Context: an optimization exercise on an open-source flow, tuned for small area and few clock cycles per item. The choices shown serve that exercise and are no tape-out recipe. Function was checked by simulation only, so behaviour that the tests miss may differ from the original.

==> flow/design.v <==
`timescale 1ns/1ps
module flit_fifo
#(
   parameter int BUF_DEPTH = 4,
   parameter int DATA_W    = 64
)
(
   input  logic              io_clk_inter,
   input  logic              rst_n_inter_sync_f,
   input  logic              push_i,
   input  logic [DATA_W-1:0] push_data_i,
   input  logic              pop_i,
   output logic [DATA_W-1:0] head_o,
   output logic              empty_o,
   output logic              full_o
);
   localparam int PTR_W = (BUF_DEPTH > 1) ? $clog2(BUF_DEPTH) : 1;
   logic [DATA_W-1:0]    mem [0:BUF_DEPTH-1];
   logic [PTR_W-1:0]     rd_ptr;
   logic [PTR_W-1:0]     wr_ptr;
   logic [PTR_W-1:0]     rd_ptr_nxt;
   logic [PTR_W-1:0]     wr_ptr_nxt;
   logic                 last_push;   
   logic                 ptr_eq;
   logic                 do_push;
   logic                 do_pop;
   logic [BUF_DEPTH-1:0] rd_sel;
   assign rd_ptr_nxt = (rd_ptr == PTR_W'(BUF_DEPTH - 1)) ? '0 : rd_ptr + 1'b1;
   assign wr_ptr_nxt = (wr_ptr == PTR_W'(BUF_DEPTH - 1)) ? '0 : wr_ptr + 1'b1;
   assign ptr_eq  = (rd_ptr == wr_ptr);
   assign empty_o = ptr_eq && !last_push;
   assign full_o  = ptr_eq && last_push;
   assign do_pop  = pop_i && !empty_o;
   assign do_push = push_i && (!full_o || do_pop);
   always_comb
   begin
      head_o = '0;
      for (int i = 0; i < BUF_DEPTH; i++)
      begin
         rd_sel[i] = (rd_ptr == PTR_W'(i));
         head_o    = head_o | (mem[i] & {DATA_W{rd_sel[i]}});
      end
   end
   always_ff @(posedge io_clk_inter)
   begin
      if (do_push)
      begin
         mem[wr_ptr] <= push_data_i;
      end
   end
   always_ff @(posedge io_clk_inter)
   begin
      if (!rst_n_inter_sync_f)
      begin
         rd_ptr    <= '0;
         wr_ptr    <= '0;
         last_push <= 1'b0;
      end
      else
      begin
         if (do_push)
         begin
            wr_ptr <= wr_ptr_nxt;
         end
         if (do_pop)
         begin
            rd_ptr <= rd_ptr_nxt;
         end
         if (do_push != do_pop)
         begin
            last_push <= do_push;
         end
      end
   end
endmodule
`timescale 1ns/1ps
module valrdy_to_credit
#(
   parameter int BUF_DEPTH = 4,
   parameter int CREDITS   = 4,
   parameter int DATA_W    = 64
)
(
   input  logic              io_clk_inter,
   input  logic              rst_n_inter_sync_f,
   input  logic              in_valid_i,
   input  logic [DATA_W-1:0] in_data_i,
   output logic              in_ready_o,
   output logic              out_valid_o,
   output logic [DATA_W-1:0] out_data_o,
   input  logic              out_yummy_i
);
   localparam int CRED_W = $clog2(CREDITS + 1);
   logic              send;
   logic [CRED_W-1:0] used;
   if ((CREDITS & (CREDITS - 1)) == 0)
   begin : g_pow2
      assign in_ready_o = !used[CRED_W-1] || out_yummy_i;
   end
   else
   begin : g_any
      assign in_ready_o = (used != CRED_W'(CREDITS)) || out_yummy_i;
   end
   assign send        = in_valid_i && in_ready_o;
   assign out_valid_o = send;
   assign out_data_o  = in_data_i;
   always_ff @(posedge io_clk_inter)
   begin
      if (!rst_n_inter_sync_f)
      begin
         used <= '0;
      end
      else if (send && !out_yummy_i)
      begin
         used <= used + 1'b1;
      end
      else if (out_yummy_i && !send)
      begin
         used <= used - 1'b1;
      end
   end
endmodule
`timescale 1ns/1ps
module credit_to_valrdy
#(
   parameter int BUF_DEPTH = 4,
   parameter int DATA_W    = 64
)
(
   input  logic              io_clk_inter,
   input  logic              rst_n_inter_sync_f,
   input  logic              in_valid_i,
   input  logic [DATA_W-1:0] in_data_i,
   output logic              in_yummy_o,
   output logic              out_valid_o,
   output logic [DATA_W-1:0] out_data_o,
   input  logic              out_ready_i
);
   logic [DATA_W-1:0] head;
   logic              empty;
   logic              xfer;
   assign out_valid_o = !empty;
   assign out_data_o  = head;
   assign xfer        = !empty && out_ready_i;
   assign in_yummy_o  = xfer;
   flit_fifo #(
      .BUF_DEPTH (BUF_DEPTH),
      .DATA_W    (DATA_W)
   ) u_buf (
      .io_clk_inter       (io_clk_inter),
      .rst_n_inter_sync_f (rst_n_inter_sync_f),
      .push_i             (in_valid_i),
      .push_data_i        (in_data_i),
      .pop_i              (xfer),
      .head_o             (head),
      .empty_o            (empty),
      .full_o             ()
   );
endmodule
`timescale 1ns/1ps
module chip_noc_port
#(
   parameter int BUF_DEPTH = 4,
   parameter int CREDITS   = 4
)
(
   input  logic          io_clk_inter,
   input  logic          rst_n_inter_sync_f,
   input  logic [2:0]    offchip_in_valid_i,
   input  logic [191:0]  offchip_in_data_i,
   output logic [2:0]    offchip_in_ready_o,
   output logic [2:0]    tile_in_valid_o,
   output logic [191:0]  tile_in_data_o,
   input  logic [2:0]    tile_in_yummy_i,
   input  logic [2:0]    tile_out_valid_i,
   input  logic [191:0]  tile_out_data_i,
   output logic [2:0]    tile_out_yummy_o,
   output logic [2:0]    offchip_out_valid_o,
   output logic [191:0]  offchip_out_data_o,
   input  logic [2:0]    offchip_out_ready_i
);
   for (genvar ch = 0; ch < 3; ch++)
   begin : g_chan
      valrdy_to_credit #(
         .BUF_DEPTH (BUF_DEPTH),
         .CREDITS   (CREDITS),
         .DATA_W    (64)
      ) u_v2c (
         .io_clk_inter       (io_clk_inter),
         .rst_n_inter_sync_f (rst_n_inter_sync_f),
         .in_valid_i         (offchip_in_valid_i[ch]),
         .in_data_i          (offchip_in_data_i[64*ch +: 64]),
         .in_ready_o         (offchip_in_ready_o[ch]),
         .out_valid_o        (tile_in_valid_o[ch]),
         .out_data_o         (tile_in_data_o[64*ch +: 64]),
         .out_yummy_i        (tile_in_yummy_i[ch])
      );
      credit_to_valrdy #(
         .BUF_DEPTH (BUF_DEPTH),
         .DATA_W    (64)
      ) u_c2v (
         .io_clk_inter       (io_clk_inter),
         .rst_n_inter_sync_f (rst_n_inter_sync_f),
         .in_valid_i         (tile_out_valid_i[ch]),
         .in_data_i          (tile_out_data_i[64*ch +: 64]),
         .in_yummy_o         (tile_out_yummy_o[ch]),
         .out_valid_o        (offchip_out_valid_o[ch]),
         .out_data_o         (offchip_out_data_o[64*ch +: 64]),
         .out_ready_i        (offchip_out_ready_i[ch])
      );
   end
endmodule
==> flow/flow/run.sh <==
#!/bin/bash
# The standard layout (the standard.sh, unchanged synthesis and steps), with
# two settings changed through ORFS's own variables:
#  - port buffers use the smallest plain buffer (buf_1) instead of the cell
#    buffer_ports picks by default (clkdlybuf4s50_1); every port still gets one;
#  - clock tree synthesis uses a smaller clock buffer list and no dummy loads.
set -euo pipefail
export BUFFER_PORTS_ARGS="-buffer_cell sky130_fd_sc_hd__buf_1"
export CTS_ARGS="-sink_clustering_enable -repair_clock_nets -dont_use_dummy_load -buf_list sky130_fd_sc_hd__clkbuf_8 -sink_clustering_size 16 -sink_clustering_max_diameter 100"
bash standard.sh finish > flow_make.log 2>&1
==> flow/standard.sh <==
#!/bin/bash
# synth_recipe.tcl (not shown) runs the flow's synth.tcl, then flattens the netlist and writes it again
# the make line also repeats each setting of config.mk as NAME=value (left out here)
make -C /OpenROAD-flow-scripts/flow DESIGN_CONFIG=/design/flow/config.mk WORK_HOME=/design/flow/orfs CLKGATE_MAP_FILE= SYNTH_SCRIPT=/design/flow/synth_recipe.tcl "${@:-finish}"
==> flow/config.mk <==
export PLATFORM = sky130hd
export DESIGN_NAME = chip_noc_port
export DESIGN_NICKNAME = chip_noc_port
export VERILOG_FILES = /design/flow/design.v
export SDC_FILE = /design/flow/constraint.sdc
export NUM_CORES = 4
export LEC_CHECK = 0
export CAP_MARGIN = 5
export CORE_MARGIN = 2
export CORE_UTILIZATION = 40
export PLACE_DENSITY = 0.6
export SLEW_MARGIN = 5
==> flow/constraint.sdc <==
create_clock -name core_clock -period 5.0 [get_ports {io_clk_inter}]
set_input_delay 1.0000 -clock core_clock [delete_from_list [all_inputs] [get_ports {io_clk_inter}]]
set_output_delay 1.0000 -clock core_clock [all_outputs]
set_load 0.01 [all_outputs]
==> run summary <==
[worst paths after layout]
check	end	depth (start not counted)	slack [ns]
hold / removal	g_chan[0].u_v2c.used[2]	2	0.49
hold reg to reg	g_chan[0].u_v2c.used[2]	2	0.49
setup reg to reg	g_chan[0].u_c2v.u_buf.mem[2][40]	4	2.11
setup / recovery	offchip_out_data_o[156]	6	1.02
[sequential cells by signal, indices dropped and copies added, names as in the netlist]
name and flops:
g_chan.u_c2v.u_buf.last_push 3, g_chan.u_c2v.u_buf.mem 768, g_chan.u_c2v.u_buf.rd_ptr 6, g_chan.u_c2v.u_buf.wr_ptr 6, g_chan.u_v2c.used 9
[final cells by class]
cell class / count / area [um^2]
clock buffers: 56 / 771
diodes: 10 / 25.0
inverters: 28 / 105
repair buffers: 441 / 1810
well taps: 969 / 1210
multi-input cells: 721 / 4880
fillers: 6576 / 42400
flip-flops and latches: 792 / 23500
[routing by layer]
metal	GRT usage (%)	wire, um	vias up
li1	-	-	7287
met1	24.9	31200	8456
met2	33.5	41000	959
met3	16.2	15900	159
met4	7.61	2870	40
met5	2.56	491	-
[critical path, delay by kind of cell (launching register included)]
| kind | cells | cell delay, ns |
|---|---|---|
| AO/OA/AOI/OAI | 1 | 0.13 |
| flip-flops | 1 | 0.37 |
| adder cells (fa/ha/maj) | 1 | 0.91 |
| buffers and inverters | 3 | 0.74 |
| AND/OR/NAND/NOR | 1 | 0.14 |
[through the flow]
step | hold WS, ns | setup WS (ns) | utilization [%]
2_1_floorplan | 0.458 | 1.74 | -
3_3_place_gp | 0.467 | 1.77 | 42.2
3_5_place_dp | 0.481 | 1.73 | 42.2
4_1_cts | 0.494 | 0.922 | 43.3
5_1_grt | 0.506 | 0.784 | 43.3
6_report | 0.494 | 1.02 | 43.3
[power by group through the flow]
stage          Clock (uW)  Sequential (uW)  Combinational (uW)
2_1_floorplan           0             7920                1210
3_3_place_gp            0             7920                1920
3_5_place_dp            0             7940                1940
4_1_cts              2980             7780                1950
5_1_grt              3190             7810                2100
6_report             2890             7780                1920
[Yosys cell counts (all sizes together)]
| master | n | area [um^2] |
|---|---|---|
| o311a | 3 | 30.0 |
| ha | 27 | 338 |
| nand2b | 3 | 18.8 |
| or4 | 3 | 22.5 |
| a22oi | 384 | 2880 |
| o211a | 3 | 30.0 |
| mux2i | 3 | 30.0 |
| xor2 | 12 | 105 |
| nor3 | 3 | 15.0 |
| o31ai | 2 | 15.0 |
| o21ai | 7 | 35.0 |
| edfxtp | 768 | 23100 |
| buf | 231 | 1640 |
| o32ai | 3 | 26.3 |
| nand2 | 195 | 732 |
| dfxtp | 24 | 480 |
| o31a | 6 | 52.6 |
| inv | 28 | 105 |
| and4b | 1 | 10.0 |
| nor4 | 9 | 56.3 |
| a21o | 3 | 22.5 |
| a32o | 2 | 20.0 |
| nand3 | 6 | 30.0 |
| o211ai | 4 | 30.0 |
| a21oi | 3 | 15.0 |
| fa | 3 | 60.1 |
| and2 | 15 | 93.8 |
| nor2 | 12 | 45.0 |
| a41oi | 3 | 33.8 |
| or3 | 3 | 18.8 |
| o21a | 3 | 22.5 |
| clkbuf | 60 | 225 |
[cells by family (layout without fill, tap and decap cells)]
family / count (synthesis) / count (layout) / synth area share (%)
flip-flops: 792 / 792 / 77.7
AO/OA/AOI/OAI: 426 / 426 / 10.6
buffers and inverters: 319 / 525 / 6.49
AND/OR/NAND/NOR: 250 / 250 / 3.44
adder cells (fa/ha/maj): 30 / 30 / 1.31
XOR/XNOR: 12 / 12 / 0.347
multiplexers: 3 / 3 / 0.0991
other: 0 / 10 / 0
[cell usage in the layout (no fill, tap or decap), types with 3 or more instances in the layout]
| master | n |
|---|---|
| buf_12 | 3 |
| o211ai_1 | 4 |
| nor2_1 | 12 |
| a22oi_1 | 384 |
| and2_1 | 3 |
| or4_1 | 3 |
| ha_4 | 4 |
| a21o_1 | 3 |
| ha_1 | 15 |
| diode_2 | 10 |
| a21oi_1 | 3 |
| dfxtp_1 | 24 |
| o311a_1 | 3 |
| nor4_1 | 9 |
| inv_1 | 28 |
| or3_1 | 3 |
| fa_1 | 3 |
| o32ai_1 | 3 |
| nand3_1 | 6 |
| ha_2 | 8 |
| nand2b_1 | 3 |
| o31a_1 | 6 |
| buf_1 | 409 |
| clkbuf_8 | 56 |
| buf_4 | 29 |
| o211a_1 | 3 |
| nand2_1 | 195 |
| xor2_1 | 12 |
| mux2i_1 | 3 |
| o21a_1 | 3 |
| o21ai_0 | 7 |
| and2_2 | 12 |
| edfxtp_1 | 768 |
| nor3_1 | 3 |
==> flow_metrics.env <==
export IMPL_final_layout_size_suffix_gt1_share_pct=5.54
export IMPL_arrival_ns=2.98
export IMPL_worstHoldStart="g_chan[0].u_v2c.used[2]"
export IMPL_avgSynthCellArea_um2=16.5
export IMPL_final_max_slew_viol_count=0
export IMPL_outcome="complete, no violations"
export IMPL_first_pass_iters=5
export IMPL_worstPathRequired_ns=4.00
export IMPL_seq_power_share_pct=61.8
export IMPL_post_route_drc_count=0
export IMPL_antenna_found_initial=28
export IMPL_ys_ff_latch=792
export IMPL_ant_nets=0
export IMPL_place_area_mm2=0.0315
export IMPL_syn_inst=1832
export IMPL_grt_overflow=0
export IMPL_grtUsageTotal_pct=22.5
export IMPL_grt_pass1_vias=16485
export IMPL_fin_crit_ns=3.98
export IMPL_wire_per_inst_um=30.3
export IMPL_clk_latency_ns=0.69
export IMPL_hold_violations=0
export IMPL_clkPwrFrac_pct=22.9
export IMPL_post_route_period_util_pct=79.7
export IMPL_root_buffer="clkbuf_8"
export IMPL_path_clk_slew_ns=0.10
export IMPL_drt_iter0_drc=1485
export IMPL_crit_path_start="g_chan[2].u_c2v.u_buf.rd_ptr[1]"
export IMPL_slew_limit_headroom_pct=27.2
export IMPL_p_sw_share_pct=26.8
export IMPL_num_vias=16901
export IMPL_fin_skew_ns=0.107
export IMPL_power_leakage_uw=0.0104
export IMPL_cts_hold_repair_buffers=0
export IMPL_critPathSlowestCell="ha_2"
export IMPL_combPwrFrac_pct=15.3
export IMPL_ys_types=35
export IMPL_path_class="reg2out"
export IMPL_htree_levels=2
export IMPL_p_sw_uw=3380
export IMPL_worst_path_largest_cell_delay_ns=0.91
export IMPL_stdcell_area_mm2=0.0323
export IMPL_start_util_pct=40.6
export IMPL_grt_pass1_wl_um=124000
export IMPL_ys_seq_area_share_pct=77.7
export IMPL_synthesis_nets=2260
export IMPL_ys_warn_count=2
export IMPL_core_mm2=0.0747
export IMPL_p_per_area_mw_per_mm2=389
export IMPL_hold_path_class="reg2reg"
export IMPL_viasPerCell=5.60
export IMPL_grt_max_degree=66
export IMPL_clock_path_buffers=3
export IMPL_cts_sinks=792
export IMPL_numCtsBuffers=56
export IMPL_rsz0062_at_grt="no"
export IMPL_finalSetupViolCount=0
export IMPL_fin_tns_setup_ns=0
export IMPL_wl_um=91500
export IMPL_cap_violations=0
export IMPL_cts_tree="built"
export IMPL_finalPower_uw=12600
export IMPL_area_growth_pct=6.75
export IMPL_io_pins=794
export IMPL_nNetsFinal=2468
export IMPL_row_count=100
export IMPL_crit_chain="inv_1 > ha_2 > buf_4 > a22oi_1 > nand2_1 > buf_1"
export IMPL_worst_slew_pin_slew_ns=1.09
export IMPL_intPower_uw=9210
export IMPL_final_cells=3017
export IMPL_place_gp_congestion=0.797
export IMPL_die_y_um=279
export IMPL_post_place_cells=2951
export IMPL_r2r_start="g_chan[0].u_c2v.u_buf.rd_ptr[0]"
export IMPL_fp_dieArea_mm2=0.0780
export IMPL_endpoint_kind="output port"
export IMPL_io_buffers=409
export IMPL_detailed_place_hpwl_um=64400
export IMPL_cts_resized_gates=0
export IMPL_start_kind="flip-flop"
export IMPL_cp_max_fo=44
export IMPL_post_cts_buffers=0
export IMPL_vdd_ir_drop_max_v=0.000228
export IMPL_max_freq_mhz=251
export IMPL_syn_cell_area_mm2=0.0303
export IMPL_die_w_um=279
Testbench counts, summed over its fixed seeds: cycles 4,101, flits 19,200.

-- static timing again, ports no longer ideal --
How much do the figures lean on ideal ports? The routed layout below was timed once more, with nothing changed but the port constraints. Step 1 assumes that a clkbuf_16 drives the clock port and a buf_2 every other input. Step 2 also shifts input and output timing later by t, the mid clock arrival at the registers, as if the neighbouring blocks saw the same clock. a / b / c = no drivers / after step 1 / after step 2; a / b = the first two.
shift t [ns]: 0.688
setup WS [ns]: 1.017 / 0.968 / 1.656
hold WS [ns]: 0.494 / 0.494 / 0.494
After both steps setup and hold are still met in this run. For this run, drivers alone change the setup slack by -0.049 ns; drivers and shift together by +0.639 ns.
